From an optimization exercise on the open Yosys and OpenROAD flow, aimed at small area, a short achievable clock period and few clock cycles per item; shortcuts taken in it are not production practice. At most, simulation tests tie the RTL to the original design; equivalence was not proved. No activity file was given, so power comes from the tool's default toggle rates.

the baseline:
// rolling_hash_substring_counter_top
module rolling_hash_substring_counter_top (
  input  logic        clk,
  input  logic        rst_n,
  input  logic        in_valid,
  output logic        in_ready,
  input  logic [1:0]  in_op,
  input  logic [7:0]  in_char,
  output logic        out_valid,
  input  logic        out_ready,
  output logic        out_match,
  output logic [15:0] out_start,
  output logic [15:0] out_count
);
Size: ~49 I/O pins.
==> module rhsc_front, before the edit <==
module rhsc_front (
  input  logic       clk,
  input  logic       rst_n,
  input  logic       in_valid,
  input  logic [1:0] in_op,
  input  logic [7:0] in_char,
  output logic       in_ready,
  input  logic       res_pop,      
  output logic       s0_valid,
  output logic       s0_text,      
  output logic [1:0] s0_op,
  output logic [7:0] s0_chr,
  output logic [3:0] s0_bo,        
  output logic [3:0] s0_bt,        
  output logic [3:0] s0_bn         
);
  localparam int CAP = rhsc_pkg::RQ_DEPTH + 1;   
  logic       rdy_r;
  logic [CAP-1:0] occ_r;      
  logic [CAP-1:0] occ_nxt;
  logic       acc;
  logic       acc_text;
  assign acc      = in_valid && rdy_r;
  assign acc_text = acc && (in_op == rhsc_pkg::OP_TEXT);
  logic rdy_nxt;
  always_comb begin
    case ({acc_text, res_pop})
      2'b10:   begin occ_nxt = {occ_r[CAP-2:0], 1'b1}; rdy_nxt = !occ_r[CAP-2]; end
      2'b01:   begin occ_nxt = {1'b0, occ_r[CAP-1:1]}; rdy_nxt = 1'b1;          end
      default: begin occ_nxt = occ_r;                  rdy_nxt = !occ_r[CAP-1]; end
    endcase
  end
  always_ff @(posedge clk) begin
    if (!rst_n) begin
      occ_r    <= '0;
      rdy_r    <= 1'b1;
      s0_valid <= 1'b0;
      s0_text  <= 1'b0;
    end else begin
      occ_r    <= occ_nxt;
      rdy_r    <= rdy_nxt;
      s0_valid <= acc && (in_op != 2'd3);
      s0_text  <= acc_text;
    end
  end
  logic [8:0] cx;
  logic [3:0] bo, bt, bn;
  assign cx = {in_char, 1'b0};
  always_comb begin
    for (int i = 0; i < 4; i++) begin
      bo[i] = cx[2*i+1] ^ cx[2*i];
      bt[i] = (cx[2*i+2] & ~cx[2*i+1] & ~cx[2*i]) | (~cx[2*i+2] & cx[2*i+1] & cx[2*i]);
      bn[i] = cx[2*i+2];
    end
  end
  always_ff @(posedge clk) begin
    s0_op  <= in_op;
    s0_bo  <= bo;
    s0_bt  <= bt;
    s0_bn  <= bn;
  end
  assign s0_chr = {s0_bn[3], s0_bo[3] ^ s0_bn[2], s0_bn[2], s0_bo[2] ^ s0_bn[1],
                   s0_bn[1], s0_bo[1] ^ s0_bn[0], s0_bn[0], s0_bo[0]};
  assign in_ready = rdy_r;
endmodule
Settings: LEC_CHECK=0, ABC_CLOCK_PERIOD_IN_PS=3050, CAP_MARGIN=20, CORE_MARGIN=2, CORE_UTILIZATION=60, CTS_CLUSTER_DIAMETER=80, CTS_CLUSTER_SIZE=28, SETUP_SLACK_MARGIN=3.95, SLEW_MARGIN=20, SYNTH_HIERARCHICAL=1, SYNTH_MINIMUM_KEEP_SIZE=0; clock period 7.0 ns.
run.sh (not shown) runs the stock make flow with config.mk's settings and CLKGATE_MAP_FILE= SYNTH_SCRIPT=/design/flow/synth_recipe.tcl, a recipe that flattens the netlist after the stock synthesis.
Testbench counts of the baseline, summed over its fixed seeds: cycles 24,804, items 22,232.
Here is what was changed in the inputs of the candidate compared with the baseline.
--- a/flow/design.v
+++ b/flow/design.v
@@ -64,18 +64,17 @@
       bt[i] = (cx[2*i+2] & ~cx[2*i+1] & ~cx[2*i]) | (~cx[2*i+2] & cx[2*i+1] & cx[2*i]);
       bn[i] = cx[2*i+2];
     end
   end
   always_ff @(posedge clk) begin
     s0_op  <= in_op;
+    s0_chr <= in_char;
     s0_bo  <= bo;
     s0_bt  <= bt;
     s0_bn  <= bn;
   end
-  assign s0_chr = {s0_bn[3], s0_bo[3] ^ s0_bn[2], s0_bn[2], s0_bo[2] ^ s0_bn[1],
-                   s0_bn[1], s0_bo[1] ^ s0_bn[0], s0_bn[0], s0_bo[0]};
   assign in_ready = rdy_r;
 endmodule
 module rhsc_queue (
   input  logic        clk,
   input  logic        rst_n,
   input  logic        r_push,
Notes after the runs:
Final period utilization (the candidate over the baseline): decrease, 0.28 points. [compare] base=the baseline new=the candidate: share of final-layout standard cells stronger than drive strength 1 climbed 0.50 points; average footprint of a synthesized cell has remained practically unchanged; instance area after placement did not really move; share of final layout cell area taken by clock buffers and inverters fell by 0.23 points. Summary of the comparison: number of clock buffers inserted by TritonCTS is lower in the candidate, relative to the baseline. The leakage power figure of the baseline and that of the candidate are within noise of each other. A capturing element of the worst setup path of u_back.t_r[6]$_SDFFE_PP0P_ is what the candidate shows, while u_back.nyb_r[24]$_SDFFE_PP1P_ belongs to the baseline. Pin count of the biggest net entering global routing ended up 40 lower on the candidate than on the baseline.
Testbench counts of the candidate, summed over its fixed seeds: cycles 24,804, items 22,232.

---

v6:
RTL: one of the versions met above, not the one the previous note started from.
Size: ~3300 cells after synthesis, ~920 flip-flops, ~49 I/O pins.
==> module rhsc_queue, before the edit <==
module rhsc_queue (
  input  logic        clk,
  input  logic        rst_n,
  input  logic        r_push,
  input  logic        r_match,
  input  logic        r_restart,
  input  logic [6:0]  r_klen,
  output logic        res_pop,
  output logic        out_valid,
  input  logic        out_ready,
  output logic        out_match,
  output logic [15:0] out_start,
  output logic [15:0] out_count
);
  localparam int D  = rhsc_pkg::RQ_DEPTH;
  localparam int AW = $clog2(D);
  logic [8:0]    q_mem [D];
  logic [AW-1:0] wp_r, rp_r;
  logic [D-1:0]  cnt_r;        
  logic          q_nonempty;
  logic          load;
  logic [8:0]    e;
  logic          ov_r;
  logic          om_r;
  logic [15:0]   os_r;
  logic [15:0]   cnt_out_r;    
  logic [15:0]   pn_r;         
  logic       byp;             
  logic       avail;
  logic       q_pop, q_push;
  assign q_nonempty = cnt_r[0];
  assign byp        = !q_nonempty;
  assign avail      = q_nonempty || r_push;
  assign res_pop    = ov_r && out_ready;
  assign load       = avail && (!ov_r || out_ready);
  assign q_pop      = load && q_nonempty;
  assign q_push     = r_push && !(load && byp);
  assign e          = byp ? {r_match, r_restart, r_klen} : q_mem[rp_r];
  function automatic logic [AW-1:0] inc(input logic [AW-1:0] p);
    inc = (p == AW'(D - 1)) ? '0 : p + 1'b1;
  endfunction
  always_ff @(posedge clk) begin
    if (!rst_n) begin
      wp_r  <= '0;
      rp_r  <= '0;
      cnt_r <= '0;
    end else begin
      if (q_push) wp_r <= inc(wp_r);
      if (q_pop)  rp_r <= inc(rp_r);
      if (q_push && !q_pop) begin
        cnt_r <= {cnt_r[D-2:0], 1'b1};
      end else if (!q_push && q_pop) begin
        cnt_r <= {1'b0, cnt_r[D-1:1]};
      end
    end
  end
  always_ff @(posedge clk) begin
    if (q_push) q_mem[wp_r] <= {r_match, r_restart, r_klen};
  end
  logic [15:0] b_r;
  logic        e_match, e_rs;
  logic [6:0]  e_klen;
  logic [15:0] st_rs, n_inc, pn_inc, b_inc;
  logic        n_sat, pn_sat;
  assign e_match = e[8];
  assign e_rs    = e[7];
  assign e_klen  = e[6:0];
  assign st_rs   = 16'd1 - 16'(e_klen);        
  assign n_sat   = (cnt_out_r == 16'hFFFF);
  assign pn_sat  = (pn_r == 16'hFFFF);
  assign n_inc   = n_sat  ? cnt_out_r : cnt_out_r + 1'b1;
  assign pn_inc  = pn_sat ? pn_r : pn_r + 1'b1;
  assign b_inc   = pn_sat ? b_r : b_r + 1'b1;
  always_ff @(posedge clk) begin
    if (!rst_n) begin
      ov_r <= 1'b0;
    end else if (load) begin
      ov_r <= 1'b1;
    end else if (res_pop) begin
      ov_r <= 1'b0;
    end
  end
  always_ff @(posedge clk) begin
    if (load) begin
      if (e_rs) begin
        cnt_out_r <= {15'd0, e_match};
        pn_r      <= 16'd1;
      end else begin
        cnt_out_r <= e_match ? n_inc : cnt_out_r;
        pn_r      <= pn_inc;
      end
    end
  end
  always_ff @(posedge clk) begin
    if (load) begin
      om_r <= e_match;
      os_r <= !e_match ? 16'd0 : (e_rs ? st_rs : b_r);
      b_r  <= e_rs ? st_rs + 16'd1 : b_inc;
    end
  end
  assign out_valid = ov_r;
  assign out_match = om_r;
  assign out_start = os_r;
  assign out_count = cnt_out_r;
endmodule
make LEC_CHECK=0 ABC_CLOCK_PERIOD_IN_PS=3100 CAP_MARGIN=20 CORE_MARGIN=2 CORE_UTILIZATION=65 CTS_CLUSTER_DIAMETER=80 CTS_CLUSTER_SIZE=28 SETUP_SLACK_MARGIN=3.9 SLEW_MARGIN=20 SYNTH_HIERARCHICAL=1 SYNTH_MINIMUM_KEEP_SIZE=0 finish   # period 7.0 ns
Testbench counts of v6, summed over its fixed seeds: cycles 24,804, items 22,232.
Changes in v35 relative to v6:
--- a/flow/design.v
+++ b/flow/design.v
@@ -5,13 +5,13 @@
   localparam int CHAR_W      = 8;
   localparam logic [1:0] OP_KEY   = 2'd0;
   localparam logic [1:0] OP_TEXT  = 2'd1;
   localparam logic [1:0] OP_CLEAR = 2'd2;
   localparam logic [31:0] INV31 = 32'hBDEF7BDF;
   localparam logic [31:0] S31   = 32'h42108421;
-  localparam int RQ_DEPTH = 5;
+  localparam int RQ_DEPTH = 6;
 endpackage
 module rhsc_front (
   input  logic       clk,
   input  logic       rst_n,
   input  logic       in_valid,
   input  logic [1:0] in_op,
@@ -98,43 +98,36 @@
   logic [8:0]    e;
   logic          ov_r;
   logic          om_r;
   logic [15:0]   os_r;
   logic [15:0]   cnt_out_r;    
   logic [15:0]   pn_r;         
-  logic       byp;             
-  logic       avail;
-  logic       q_pop, q_push;
   assign q_nonempty = cnt_r[0];
-  assign byp        = !q_nonempty;
-  assign avail      = q_nonempty || r_push;
   assign res_pop    = ov_r && out_ready;
-  assign load       = avail && (!ov_r || out_ready);
-  assign q_pop      = load && q_nonempty;
-  assign q_push     = r_push && !(load && byp);
-  assign e          = byp ? {r_match, r_restart, r_klen} : q_mem[rp_r];
+  assign load       = q_nonempty && (!ov_r || out_ready);
+  assign e          = q_mem[rp_r];
   function automatic logic [AW-1:0] inc(input logic [AW-1:0] p);
     inc = (p == AW'(D - 1)) ? '0 : p + 1'b1;
   endfunction
   always_ff @(posedge clk) begin
     if (!rst_n) begin
       wp_r  <= '0;
       rp_r  <= '0;
       cnt_r <= '0;
     end else begin
-      if (q_push) wp_r <= inc(wp_r);
-      if (q_pop)  rp_r <= inc(rp_r);
-      if (q_push && !q_pop) begin
+      if (r_push) wp_r <= inc(wp_r);
+      if (load)   rp_r <= inc(rp_r);
+      if (r_push && !load) begin
         cnt_r <= {cnt_r[D-2:0], 1'b1};
-      end else if (!q_push && q_pop) begin
+      end else if (!r_push && load) begin
         cnt_r <= {1'b0, cnt_r[D-1:1]};
       end
     end
   end
   always_ff @(posedge clk) begin
-    if (q_push) q_mem[wp_r] <= {r_match, r_restart, r_klen};
+    if (r_push) q_mem[wp_r] <= {r_match, r_restart, r_klen};
   end
   logic [15:0] b_r;
   logic        e_match, e_rs;
   logic [6:0]  e_klen;
   logic [15:0] st_rs, n_inc, pn_inc, b_inc;
   logic        n_sat, pn_sat;
- [compare] base=v6 new=v35: TritonCTS sink count went up, placed wire-length estimate went up.
- Setup slack, v35 and v6, lower one = v6.
- Run comparison: v6 timing endpoint of the critical path u_back.nyb_r[24]; v35 timing endpoint of the critical path u_back.nyb_r[20]
- Taking v6 as the reference, in v35 combinational cell fraction of total power increased by 0.4 points relative to the old numbers; number of remaining DRC errors closely matched the old numbers; global-route track usage on met2 closely matched the old numbers.
For v35, only the layout was checked, not whether the RTL still works.

what the ideal ports hide:
The flow's constraints put no driver on any port. The routed layouts listed below were extracted and timed again, unchanged, in two steps. Step 1, drivers: a clkbuf_16 drives clk and a buf_2 each remaining input, both assumed. Step 2 moves the port delays by t, midway between the first and last clock arrival at a register: inputs arrive t later, outputs are due t later. That takes back most of the time a late clock gives input paths. a / b / c = ideal / step 1 / step 2; a / b = the first two.
run | shift t [ns] | setup WS [ns] | slew at the worst register clock pin (ns) | worst data-port slew with drivers (ns)
the baseline | 0.691 | 3.924 / 3.924 / 3.554 | 0.11 / 0.11 | 0.03
the candidate | 0.683 | 3.944 / 3.943 / 3.482 | 0.11 / 0.11 | 0.05
v6 | 0.682 | 3.891 / 3.891 / 3.346 | 0.10 / 0.10 | 0.08
v35 | 0.697 | 3.902 / 3.866 / 3.419 | 0.11 / 0.11 | 0.07
After both steps every run listed still meets setup and hold. The setup slack of v6, which loses most, moves by 0.000 ns with the drivers and by -0.545 ns with both steps.
